Background: an optimization exercise with open tools, aiming at small area. Do not read the settings as production practice.
Function was checked by simulation only, so behaviour that the tests miss may differ from the original.
Power figures rest on the tool's default switching activity, not on a simulated workload.

==> module issue_stage, before the edit <==
module issue_stage (
  input  logic                      clk,
  input  logic                      rst_n,
  input  logic                      flush,
  input  logic                      push,
  input  logic [70:0]               in_pair0,
  input  logic [70:0]               in_pair1,
  input  logic                      load_valid,
  input  logic [5-1:0] load_dest,
  output logic                      full,
  output logic [70:0]               lane0,
  output logic [70:0]               lane1,
  output logic                      swapped
);
  logic [3:0][69:0] mem_e;   
  logic [3:0][69:0] mem_o;   
  logic [3:0] hd_e, hd_o;
  logic       hd_odd;
  logic [3:0] ln_e, ln_o;
  logic       ln_odd;
  logic       ln_step_e, ln_step_o;
  logic [2:0] wr_ptr;
  logic [3:0] count;
  logic [1:0] lane_vld;
  logic [69:0] head_e, head_o, lane_e, lane_o;
  always_comb begin
    head_e = '1;
    head_o = '1;
    lane_e = '1;
    lane_o = '1;
    for (int k = 0; k < 4; k++) begin
      head_e = head_e & ~({70{hd_e[k]}} & mem_e[k]);
      head_o = head_o & ~({70{hd_o[k]}} & mem_o[k]);
      lane_e = lane_e & ~({70{ln_e[k]}} & mem_e[k]);
      lane_o = lane_o & ~({70{ln_o[k]}} & mem_o[k]);
    end
  end
  assign lane0 = {lane_vld[0], (ln_odd ^ swapped) ? lane_o : lane_e};
  assign lane1 = {lane_vld[1], (ln_odd ^ swapped) ? lane_e : lane_o};
  logic [5:0] op_e, op_o;
  logic [4:0] rs_e, rt_e, rs_o, rt_o, dest_e, dest_o;
  logic       rds_e, rdt_e, wr_e, br_e, mm_e;
  logic       rds_o, rdt_o, wr_o, br_o, mm_o;
  assign op_e = head_e[31:26];
  assign rs_e = head_e[25:21];
  assign rt_e = head_e[20:16];
  assign op_o = head_o[31:26];
  assign rs_o = head_o[25:21];
  assign rt_o = head_o[20:16];
  function automatic logic reads_rs(input logic [5:0] op);
    reads_rs = (op[5:4] == 2'b00 && op != 6'h00) || op[5:4] == 2'b01 ||
               op == 6'h20 || op == 6'h21 || op == 6'h30;
  endfunction
  function automatic logic reads_rt(input logic [5:0] op);
    reads_rt = (op[5:4] == 2'b00 && op != 6'h00) || op == 6'h21;
  endfunction
  function automatic logic writes(input logic [5:0] op);
    writes = (op[5:4] == 2'b00 && op != 6'h00) || op[5:4] == 2'b01 || op == 6'h20;
  endfunction
  function automatic logic is_branch(input logic [5:0] op);
    is_branch = op[5:4] == 2'b11 || op[5:1] == 5'b00110 || op[5:1] == 5'b01110;
  endfunction
  assign rds_e  = reads_rs(op_e);
  assign rdt_e  = reads_rt(op_e);
  assign wr_e   = writes(op_e);
  assign dest_e = (op_e[5:4] == 2'b00) ? head_e[15:11] : rt_e;
  assign br_e   = is_branch(op_e);
  assign mm_e   = op_e[5:4] == 2'b10;
  assign rds_o  = reads_rs(op_o);
  assign rdt_o  = reads_rt(op_o);
  assign wr_o   = writes(op_o);
  assign dest_o = (op_o[5:4] == 2'b00) ? head_o[15:11] : rt_o;
  assign br_o   = is_branch(op_o);
  assign mm_o   = op_o[5:4] == 2'b10;
  logic v0, v1, v_e, v_o;
  logic ld_e, ld_o, dep_oe, dep_eo;
  logic load_stall, pair_dep, conflict;
  logic mm0, br0, br1;
  logic iss0, iss1, swap;
  assign v0  = count != 4'd0;
  assign v1  = count > 4'd1;
  assign v_e = hd_odd ? v1 : v0;
  assign v_o = hd_odd ? v0 : v1;
  assign ld_e   = (rds_e && rs_e == load_dest) || (rdt_e && rt_e == load_dest);
  assign ld_o   = (rds_o && rs_o == load_dest) || (rdt_o && rt_o == load_dest);
  assign dep_oe = wr_e && ((rds_o && rs_o == dest_e) || (rdt_o && rt_o == dest_e));
  assign dep_eo = wr_o && ((rds_e && rs_e == dest_o) || (rdt_e && rt_e == dest_o));
  assign load_stall = load_valid && ((v_e && ld_e) || (v_o && ld_o));
  assign pair_dep   = hd_odd ? dep_eo : dep_oe;
  assign conflict   = (br_e && br_o) || (mm_e && mm_o);
  assign mm0        = hd_odd ? mm_o : mm_e;
  assign br0        = hd_odd ? br_o : br_e;
  assign br1        = hd_odd ? br_e : br_o;
  assign iss0 = v0 && !load_stall;
  assign iss1 = iss0 && v1 && !pair_dep && !conflict;
  assign swap = iss0 && (mm0 || (iss1 && !br0 && br1));
  logic [3:0] push_n, pop_n, count_nx;
  logic [2:0] wr_ptr_nx;
  logic       full_nx;
  logic       accept;
  logic       step_e, step_o;
  assign accept   = push && !full && !flush;
  assign push_n   = accept ? 4'(in_pair0[70]) + 4'(in_pair1[70]) : 4'd0;
  assign pop_n    = 4'(iss0) + 4'(iss1);
  assign count_nx = count + push_n - pop_n;
  assign step_e = iss1 || (iss0 && !hd_odd);
  assign step_o = iss1 || (iss0 && hd_odd);
  always_ff @(posedge clk) begin
    if (!rst_n || flush) begin
      hd_e     <= 4'b0001;
      hd_o     <= 4'b0001;
      hd_odd   <= 1'b0;
      wr_ptr   <= '0;
      count    <= '0;
      full     <= 1'b0;
      lane_vld <= 2'b00;
      swapped  <= 1'b0;
    end else begin
      if (step_e) hd_e <= {hd_e[2:0], hd_e[3]};
      if (step_o) hd_o <= {hd_o[2:0], hd_o[3]};
      hd_odd   <= hd_odd ^ (iss0 && !iss1);
      wr_ptr   <= wr_ptr_nx;
      count    <= count_nx;
      full     <= full_nx;
      lane_vld <= swap ? {iss0, iss1} : {iss1, iss0};
      swapped  <= swap;
    end
  end
  assign ln_e = ln_step_e ? {hd_e[0], hd_e[3:1]} : hd_e;
  assign ln_o = ln_step_o ? {hd_o[0], hd_o[3:1]} : hd_o;
  always_ff @(posedge clk) begin
    ln_step_e <= step_e;
    ln_step_o <= step_o;
    ln_odd    <= hd_odd;
  end
  logic [3:0]  we_e, we_o, hold_e, hold_o;
  logic [3:0]  we_e_nx, we_o_nx;
  logic [69:0] wd_e, wd_o;
  assign wr_ptr_nx = (!rst_n || flush) ? 3'd0 : wr_ptr + push_n[2:0];
  assign full_nx   = (rst_n && !flush) && count_nx > 4'd6;
  always_comb begin
    for (int k = 0; k < 4; k++) begin
      we_e_nx[k] = !full_nx && 2'((wr_ptr_nx + 3'd1) >> 1) == 2'(k);
      we_o_nx[k] = !full_nx && wr_ptr_nx[2:1] == 2'(k);
    end
  end
  always_ff @(posedge clk) begin
    we_e   <= we_e_nx;
    we_o   <= we_o_nx;
    hold_e <= ~we_e_nx;
    hold_o <= ~we_o_nx;
  end
  assign wd_e = ~((!wr_ptr[0] && in_pair0[70]) ? in_pair0[69:0] : in_pair1[69:0]);
  assign wd_o = ~(( wr_ptr[0] && in_pair0[70]) ? in_pair0[69:0] : in_pair1[69:0]);
  always_ff @(posedge clk) begin
    for (int k = 0; k < 4; k++) begin
      mem_e[k] <= (mem_e[k] & {70{hold_e[k]}}) | (wd_e & {70{we_e[k]}});
      mem_o[k] <= (mem_o[k] & {70{hold_o[k]}}) | (wd_o & {70{we_o[k]}});
    end
  end
endmodule
Settings: LEC_CHECK=0, CAP_MARGIN=20, CORE_MARGIN=2, CORE_UTILIZATION=50, SLEW_MARGIN=20; clock period 5.5 ns.
standard.sh (not shown) runs the stock make flow with config.mk's settings and CLKGATE_MAP_FILE= SYNTH_SCRIPT=/design/flow/synth_recipe.tcl, a recipe that flattens the netlist after the stock synthesis.
==> flow/flow/run.sh <==
#!/bin/bash
set -uo pipefail
bash standard.sh \
  "BUFFER_PORTS_ARGS=-buffer_cell sky130_fd_sc_hd__buf_1" \
  "CTS_ARGS=-sink_clustering_enable -repair_clock_nets -dont_use_dummy_load -sink_clustering_size 10 -sink_clustering_max_diameter 40 -buf_list sky130_fd_sc_hd__clkbuf_4" \
  finish > standard.log 2>&1
The starting point finished with timing, DRC and antenna clean.
Rerun with:
--- a/flow/design.v
+++ b/flow/design.v
@@ -19,5 +19,4 @@
   logic [3:0] ln_e, ln_o;
   logic       ln_odd;
-  logic       ln_step_e, ln_step_o;
   logic [2:0] wr_ptr;
   logic [3:0] count;
@@ -96,6 +95,4 @@
   assign swap = iss0 && (mm0 || (iss1 && !br0 && br1));
   logic [3:0] push_n, pop_n, count_nx;
-  logic [2:0] wr_ptr_nx;
-  logic       full_nx;
   logic       accept;
   logic       step_e, step_o;
@@ -120,41 +117,26 @@
       if (step_o) hd_o <= {hd_o[2:0], hd_o[3]};
       hd_odd   <= hd_odd ^ (iss0 && !iss1);
-      wr_ptr   <= wr_ptr_nx;
+      wr_ptr   <= wr_ptr + push_n[2:0];
       count    <= count_nx;
-      full     <= full_nx;
+      full     <= count_nx > 4'd6;
       lane_vld <= swap ? {iss0, iss1} : {iss1, iss0};
       swapped  <= swap;
     end
   end
-  assign ln_e = ln_step_e ? {hd_e[0], hd_e[3:1]} : hd_e;
-  assign ln_o = ln_step_o ? {hd_o[0], hd_o[3:1]} : hd_o;
   always_ff @(posedge clk) begin
-    ln_step_e <= step_e;
-    ln_step_o <= step_o;
-    ln_odd    <= hd_odd;
+    ln_e   <= hd_e;
+    ln_o   <= hd_o;
+    ln_odd <= hd_odd;
   end
-  logic [3:0]  we_e, we_o, hold_e, hold_o;
-  logic [3:0]  we_e_nx, we_o_nx;
+  logic [1:0]  wr_e_idx, wr_o_idx;
   logic [69:0] wd_e, wd_o;
-  assign wr_ptr_nx = (!rst_n || flush) ? 3'd0 : wr_ptr + push_n[2:0];
-  assign full_nx   = (rst_n && !flush) && count_nx > 4'd6;
-  always_comb begin
-    for (int k = 0; k < 4; k++) begin
-      we_e_nx[k] = !full_nx && 2'((wr_ptr_nx + 3'd1) >> 1) == 2'(k);
-      we_o_nx[k] = !full_nx && wr_ptr_nx[2:1] == 2'(k);
-    end
-  end
-  always_ff @(posedge clk) begin
-    we_e   <= we_e_nx;
-    we_o   <= we_o_nx;
-    hold_e <= ~we_e_nx;
-    hold_o <= ~we_o_nx;
-  end
-  assign wd_e = ~((!wr_ptr[0] && in_pair0[70]) ? in_pair0[69:0] : in_pair1[69:0]);
-  assign wd_o = ~(( wr_ptr[0] && in_pair0[70]) ? in_pair0[69:0] : in_pair1[69:0]);
+  assign wr_e_idx = 2'((wr_ptr + 3'd1) >> 1);
+  assign wr_o_idx = wr_ptr[2:1];
+  assign wd_e     = ~((!wr_ptr[0] && in_pair0[70]) ? in_pair0[69:0] : in_pair1[69:0]);
+  assign wd_o     = ~(( wr_ptr[0] && in_pair0[70]) ? in_pair0[69:0] : in_pair1[69:0]);
   always_ff @(posedge clk) begin
     for (int k = 0; k < 4; k++) begin
-      mem_e[k] <= (mem_e[k] & {70{hold_e[k]}}) | (wd_e & {70{we_e[k]}});
-      mem_o[k] <= (mem_o[k] & {70{hold_o[k]}}) | (wd_o & {70{we_o[k]}});
+      if (!full && wr_e_idx == 2'(k)) mem_e[k] <= wd_e;
+      if (!full && wr_o_idx == 2'(k)) mem_o[k] <= wd_o;
     end
   end
Die area came out lower by 0.36%.
Cell area climbs by 0.97%.
Global-route usage drops by 6.9 points.
Routed wire length goes down by 22%.
Clock skew came out lower by 0.015 ns.
First-iteration DRC count fell by 12%.
Setup slack improved by 0.15 ns.
Clock power falls by about 7%.
Area after synthesis falls by 0.37%.
Non-clock buffer count went up by 2.

---

The RTL this note starts from:
==> flow/design.v <==
module issue_stage (
  input  logic                      clk,
  input  logic                      rst_n,
  input  logic                      flush,
  input  logic                      push,
  input  logic [70:0]               in_pair0,
  input  logic [70:0]               in_pair1,
  input  logic                      load_valid,
  input  logic [5-1:0] load_dest,
  output logic                      full,
  output logic [70:0]               lane0,
  output logic [70:0]               lane1,
  output logic                      swapped
);
  logic [3:0][69:0] mem_e;   
  logic [3:0][69:0] mem_o;   
  logic [3:0] hd_e, hd_o;
  logic       hd_odd;
  logic [3:0] ln_e, ln_o;
  logic       ln_odd;
  logic [2:0] wr_ptr;
  logic [3:0] count;
  logic [1:0] lane_vld;
  logic [69:0] head_e, head_o, lane_e, lane_o;
  always_comb begin
    head_e = '1;
    head_o = '1;
    lane_e = '1;
    lane_o = '1;
    for (int k = 0; k < 4; k++) begin
      head_e = head_e & ~({70{hd_e[k]}} & mem_e[k]);
      head_o = head_o & ~({70{hd_o[k]}} & mem_o[k]);
      lane_e = lane_e & ~({70{ln_e[k]}} & mem_e[k]);
      lane_o = lane_o & ~({70{ln_o[k]}} & mem_o[k]);
    end
  end
  assign lane0 = {lane_vld[0], (ln_odd ^ swapped) ? lane_o : lane_e};
  assign lane1 = {lane_vld[1], (ln_odd ^ swapped) ? lane_e : lane_o};
  logic [5:0] op_e, op_o;
  logic [4:0] rs_e, rt_e, rs_o, rt_o, dest_e, dest_o;
  logic       rds_e, rdt_e, wr_e, br_e, mm_e;
  logic       rds_o, rdt_o, wr_o, br_o, mm_o;
  assign op_e = head_e[31:26];
  assign rs_e = head_e[25:21];
  assign rt_e = head_e[20:16];
  assign op_o = head_o[31:26];
  assign rs_o = head_o[25:21];
  assign rt_o = head_o[20:16];
  function automatic logic reads_rs(input logic [5:0] op);
    reads_rs = (op[5:4] == 2'b00 && op != 6'h00) || op[5:4] == 2'b01 ||
               op == 6'h20 || op == 6'h21 || op == 6'h30;
  endfunction
  function automatic logic reads_rt(input logic [5:0] op);
    reads_rt = (op[5:4] == 2'b00 && op != 6'h00) || op == 6'h21;
  endfunction
  function automatic logic writes(input logic [5:0] op);
    writes = (op[5:4] == 2'b00 && op != 6'h00) || op[5:4] == 2'b01 || op == 6'h20;
  endfunction
  function automatic logic is_branch(input logic [5:0] op);
    is_branch = op[5:4] == 2'b11 || op[5:1] == 5'b00110 || op[5:1] == 5'b01110;
  endfunction
  assign rds_e  = reads_rs(op_e);
  assign rdt_e  = reads_rt(op_e);
  assign wr_e   = writes(op_e);
  assign dest_e = (op_e[5:4] == 2'b00) ? head_e[15:11] : rt_e;
  assign br_e   = is_branch(op_e);
  assign mm_e   = op_e[5:4] == 2'b10;
  assign rds_o  = reads_rs(op_o);
  assign rdt_o  = reads_rt(op_o);
  assign wr_o   = writes(op_o);
  assign dest_o = (op_o[5:4] == 2'b00) ? head_o[15:11] : rt_o;
  assign br_o   = is_branch(op_o);
  assign mm_o   = op_o[5:4] == 2'b10;
  logic v0, v1, v_e, v_o;
  logic ld_e, ld_o, dep_oe, dep_eo;
  logic load_stall, pair_dep, conflict;
  logic mm0, br0, br1;
  logic iss0, iss1, swap;
  assign v0  = count != 4'd0;
  assign v1  = count > 4'd1;
  assign v_e = hd_odd ? v1 : v0;
  assign v_o = hd_odd ? v0 : v1;
  assign ld_e   = (rds_e && rs_e == load_dest) || (rdt_e && rt_e == load_dest);
  assign ld_o   = (rds_o && rs_o == load_dest) || (rdt_o && rt_o == load_dest);
  assign dep_oe = wr_e && ((rds_o && rs_o == dest_e) || (rdt_o && rt_o == dest_e));
  assign dep_eo = wr_o && ((rds_e && rs_e == dest_o) || (rdt_e && rt_e == dest_o));
  assign load_stall = load_valid && ((v_e && ld_e) || (v_o && ld_o));
  assign pair_dep   = hd_odd ? dep_eo : dep_oe;
  assign conflict   = (br_e && br_o) || (mm_e && mm_o);
  assign mm0        = hd_odd ? mm_o : mm_e;
  assign br0        = hd_odd ? br_o : br_e;
  assign br1        = hd_odd ? br_e : br_o;
  assign iss0 = v0 && !load_stall;
  assign iss1 = iss0 && v1 && !pair_dep && !conflict;
  assign swap = iss0 && (mm0 || (iss1 && !br0 && br1));
  logic [3:0] push_n, pop_n, count_nx;
  logic [2:0] wr_ptr_nx;
  logic       full_nx;
  logic       accept;
  logic       step_e, step_o;
  assign accept   = push && !full && !flush;
  assign push_n   = accept ? 4'(in_pair0[70]) + 4'(in_pair1[70]) : 4'd0;
  assign pop_n    = 4'(iss0) + 4'(iss1);
  assign count_nx = count + push_n - pop_n;
  assign step_e = iss1 || (iss0 && !hd_odd);
  assign step_o = iss1 || (iss0 && hd_odd);
  always_ff @(posedge clk) begin
    if (!rst_n || flush) begin
      hd_e     <= 4'b0001;
      hd_o     <= 4'b0001;
      hd_odd   <= 1'b0;
      wr_ptr   <= '0;
      count    <= '0;
      full     <= 1'b0;
      lane_vld <= 2'b00;
      swapped  <= 1'b0;
    end else begin
      if (step_e) hd_e <= {hd_e[2:0], hd_e[3]};
      if (step_o) hd_o <= {hd_o[2:0], hd_o[3]};
      hd_odd   <= hd_odd ^ (iss0 && !iss1);
      wr_ptr   <= wr_ptr_nx;
      count    <= count_nx;
      full     <= full_nx;
      lane_vld <= swap ? {iss0, iss1} : {iss1, iss0};
      swapped  <= swap;
    end
  end
  always_ff @(posedge clk) begin
    ln_e   <= hd_e;
    ln_o   <= hd_o;
    ln_odd <= hd_odd;
  end
  logic [3:0]  we_e, we_o, hold_e, hold_o;
  logic [3:0]  we_e_nx, we_o_nx;
  logic [69:0] wd_e, wd_o;
  assign wr_ptr_nx = (!rst_n || flush) ? 3'd0 : wr_ptr + push_n[2:0];
  assign full_nx   = (rst_n && !flush) && count_nx > 4'd6;
  always_comb begin
    for (int k = 0; k < 4; k++) begin
      we_e_nx[k] = !full_nx && 2'((wr_ptr_nx + 3'd1) >> 1) == 2'(k);
      we_o_nx[k] = !full_nx && wr_ptr_nx[2:1] == 2'(k);
    end
  end
  always_ff @(posedge clk) begin
    we_e   <= we_e_nx;
    we_o   <= we_o_nx;
    hold_e <= ~we_e_nx;
    hold_o <= ~we_o_nx;
  end
  assign wd_e = ~((!wr_ptr[0] && in_pair0[70]) ? in_pair0[69:0] : in_pair1[69:0]);
  assign wd_o = ~(( wr_ptr[0] && in_pair0[70]) ? in_pair0[69:0] : in_pair1[69:0]);
  always_ff @(posedge clk) begin
    for (int k = 0; k < 4; k++) begin
      mem_e[k] <= (mem_e[k] & {70{hold_e[k]}}) | (wd_e & {70{we_e[k]}});
      mem_o[k] <= (mem_o[k] & {70{hold_o[k]}}) | (wd_o & {70{we_o[k]}});
    end
  end
endmodule
Settings: LEC_CHECK=0, CAP_MARGIN=20, CORE_MARGIN=2, CORE_UTILIZATION=50, SLEW_MARGIN=20; clock period 5.5 ns.
Scripts as last shown in full above: flow/flow/run.sh
Next try:
--- a/flow/design.v
+++ b/flow/design.v
@@ -15,13 +15,15 @@
   logic [3:0][69:0] mem_e;   
   logic [3:0][69:0] mem_o;   
   logic [3:0] hd_e, hd_o;
   logic       hd_odd;
   logic [3:0] ln_e, ln_o;
   logic       ln_odd;
-  logic [2:0] wr_ptr;
+  logic       ln_step_e, ln_step_o;
+  logic [3:0] wrow_o;
+  logic       wr_odd;
   logic [3:0] count;
   logic [1:0] lane_vld;
   logic [69:0] head_e, head_o, lane_e, lane_o;
   always_comb begin
     head_e = '1;
     head_o = '1;
@@ -91,67 +93,64 @@
   assign br0        = hd_odd ? br_o : br_e;
   assign br1        = hd_odd ? br_e : br_o;
   assign iss0 = v0 && !load_stall;
   assign iss1 = iss0 && v1 && !pair_dep && !conflict;
   assign swap = iss0 && (mm0 || (iss1 && !br0 && br1));
   logic [3:0] push_n, pop_n, count_nx;
-  logic [2:0] wr_ptr_nx;
-  logic       full_nx;
   logic       accept;
-  logic       step_e, step_o;
+  logic       step_e, step_o, step_w;
   assign accept   = push && !full && !flush;
   assign push_n   = accept ? 4'(in_pair0[70]) + 4'(in_pair1[70]) : 4'd0;
   assign pop_n    = 4'(iss0) + 4'(iss1);
   assign count_nx = count + push_n - pop_n;
   assign step_e = iss1 || (iss0 && !hd_odd);
   assign step_o = iss1 || (iss0 && hd_odd);
+  assign step_w = push_n[1] || (push_n[0] && wr_odd);
   always_ff @(posedge clk) begin
     if (!rst_n || flush) begin
       hd_e     <= 4'b0001;
       hd_o     <= 4'b0001;
       hd_odd   <= 1'b0;
-      wr_ptr   <= '0;
+      wrow_o   <= 4'b0001;
+      wr_odd   <= 1'b0;
       count    <= '0;
       full     <= 1'b0;
       lane_vld <= 2'b00;
       swapped  <= 1'b0;
     end else begin
       if (step_e) hd_e <= {hd_e[2:0], hd_e[3]};
       if (step_o) hd_o <= {hd_o[2:0], hd_o[3]};
       hd_odd   <= hd_odd ^ (iss0 && !iss1);
-      wr_ptr   <= wr_ptr_nx;
+      if (step_w) wrow_o <= {wrow_o[2:0], wrow_o[3]};
+      wr_odd   <= wr_odd ^ push_n[0];
       count    <= count_nx;
-      full     <= full_nx;
+      full     <= count_nx > 4'd6;
       lane_vld <= swap ? {iss0, iss1} : {iss1, iss0};
       swapped  <= swap;
     end
   end
+  assign ln_e = ln_step_e ? {hd_e[0], hd_e[3:1]} : hd_e;
+  assign ln_o = ln_step_o ? {hd_o[0], hd_o[3:1]} : hd_o;
   always_ff @(posedge clk) begin
-    ln_e   <= hd_e;
-    ln_o   <= hd_o;
-    ln_odd <= hd_odd;
+    ln_step_e <= step_e;
+    ln_step_o <= step_o;
+    ln_odd    <= hd_odd;
   end
-  logic [3:0]  we_e, we_o, hold_e, hold_o;
-  logic [3:0]  we_e_nx, we_o_nx;
+  logic [3:0]  wrow_e, we_e, we_o, hold_e, hold_o;
   logic [69:0] wd_e, wd_o;
-  assign wr_ptr_nx = (!rst_n || flush) ? 3'd0 : wr_ptr + push_n[2:0];
-  assign full_nx   = (rst_n && !flush) && count_nx > 4'd6;
+  assign wrow_e = wr_odd ? {wrow_o[2:0], wrow_o[3]} : wrow_o;
   always_comb begin
     for (int k = 0; k < 4; k++) begin
-      we_e_nx[k] = !full_nx && 2'((wr_ptr_nx + 3'd1) >> 1) == 2'(k);
-      we_o_nx[k] = !full_nx && wr_ptr_nx[2:1] == 2'(k);
+      we_e[k]   = !full && wrow_e[k];
+      we_o[k]   = !full && wrow_o[k];
+      hold_e[k] = full || |(wrow_e & ~(4'b0001 << k));
+      hold_o[k] = full || |(wrow_o & ~(4'b0001 << k));
     end
   end
-  always_ff @(posedge clk) begin
-    we_e   <= we_e_nx;
-    we_o   <= we_o_nx;
-    hold_e <= ~we_e_nx;
-    hold_o <= ~we_o_nx;
-  end
-  assign wd_e = ~((!wr_ptr[0] && in_pair0[70]) ? in_pair0[69:0] : in_pair1[69:0]);
-  assign wd_o = ~(( wr_ptr[0] && in_pair0[70]) ? in_pair0[69:0] : in_pair1[69:0]);
+  assign wd_e = ~((!wr_odd && in_pair0[70]) ? in_pair0[69:0] : in_pair1[69:0]);
+  assign wd_o = ~(( wr_odd && in_pair0[70]) ? in_pair0[69:0] : in_pair1[69:0]);
   always_ff @(posedge clk) begin
     for (int k = 0; k < 4; k++) begin
       mem_e[k] <= (mem_e[k] & {70{hold_e[k]}}) | (wd_e & {70{we_e[k]}});
       mem_o[k] <= (mem_o[k] & {70{hold_o[k]}}) | (wd_o & {70{we_o[k]}});
     end
   end
After rerunning:
- cell count shrinks slightly
- count of clock-buffer cells in the layout shrinks by 4
- setup slack is better by 290 ps
- cell area shrinks slightly
- critical path depth shrinks by 2
- routed wire length shrinks by a few percent
- fmax grows by a few percent
- non-clock buffer count stays the same

==> what the ideal ports hide <==
The results above use ideal ports. As a check the final layouts listed here were re-extracted and re-timed, cells and wires unchanged. Step 1: set_driving_cell puts a clkbuf_16 on clk and a buf_2 on each other input, an assumption about the parent block. Step 2 adds t to the input delays and takes it off the output delays; t is the mean of the earliest and latest rising clock arrival at the registers after step 1. Input paths then give back, and output paths get back, about the clock's delay inside the block. a / b / c = ideal ports / drivers / drivers and shift; a / b = the first two.
run	t (ns)	setup WS [ns]	latest minus earliest clock arrival (ns)	pins driven straight from the clock port
the first run of note 1	0.918	0.273 / 0.273 / 0.178	0.110 / 0.110	1
the second run of note 1	0.856	0.425 / 0.425 / 0.244	0.095 / 0.095	1
the first run of note 2	0.897	0.346 / 0.346 / 0.043	0.119 / 0.120	1
the second run of note 2	0.881	0.631 / 0.631 / 0.631	0.143 / 0.143	1
After both steps every run listed still meets setup and hold. The setup slack of the first run of note 2, which loses most, moves by 0.000 ns with the drivers and by -0.303 ns with both steps.
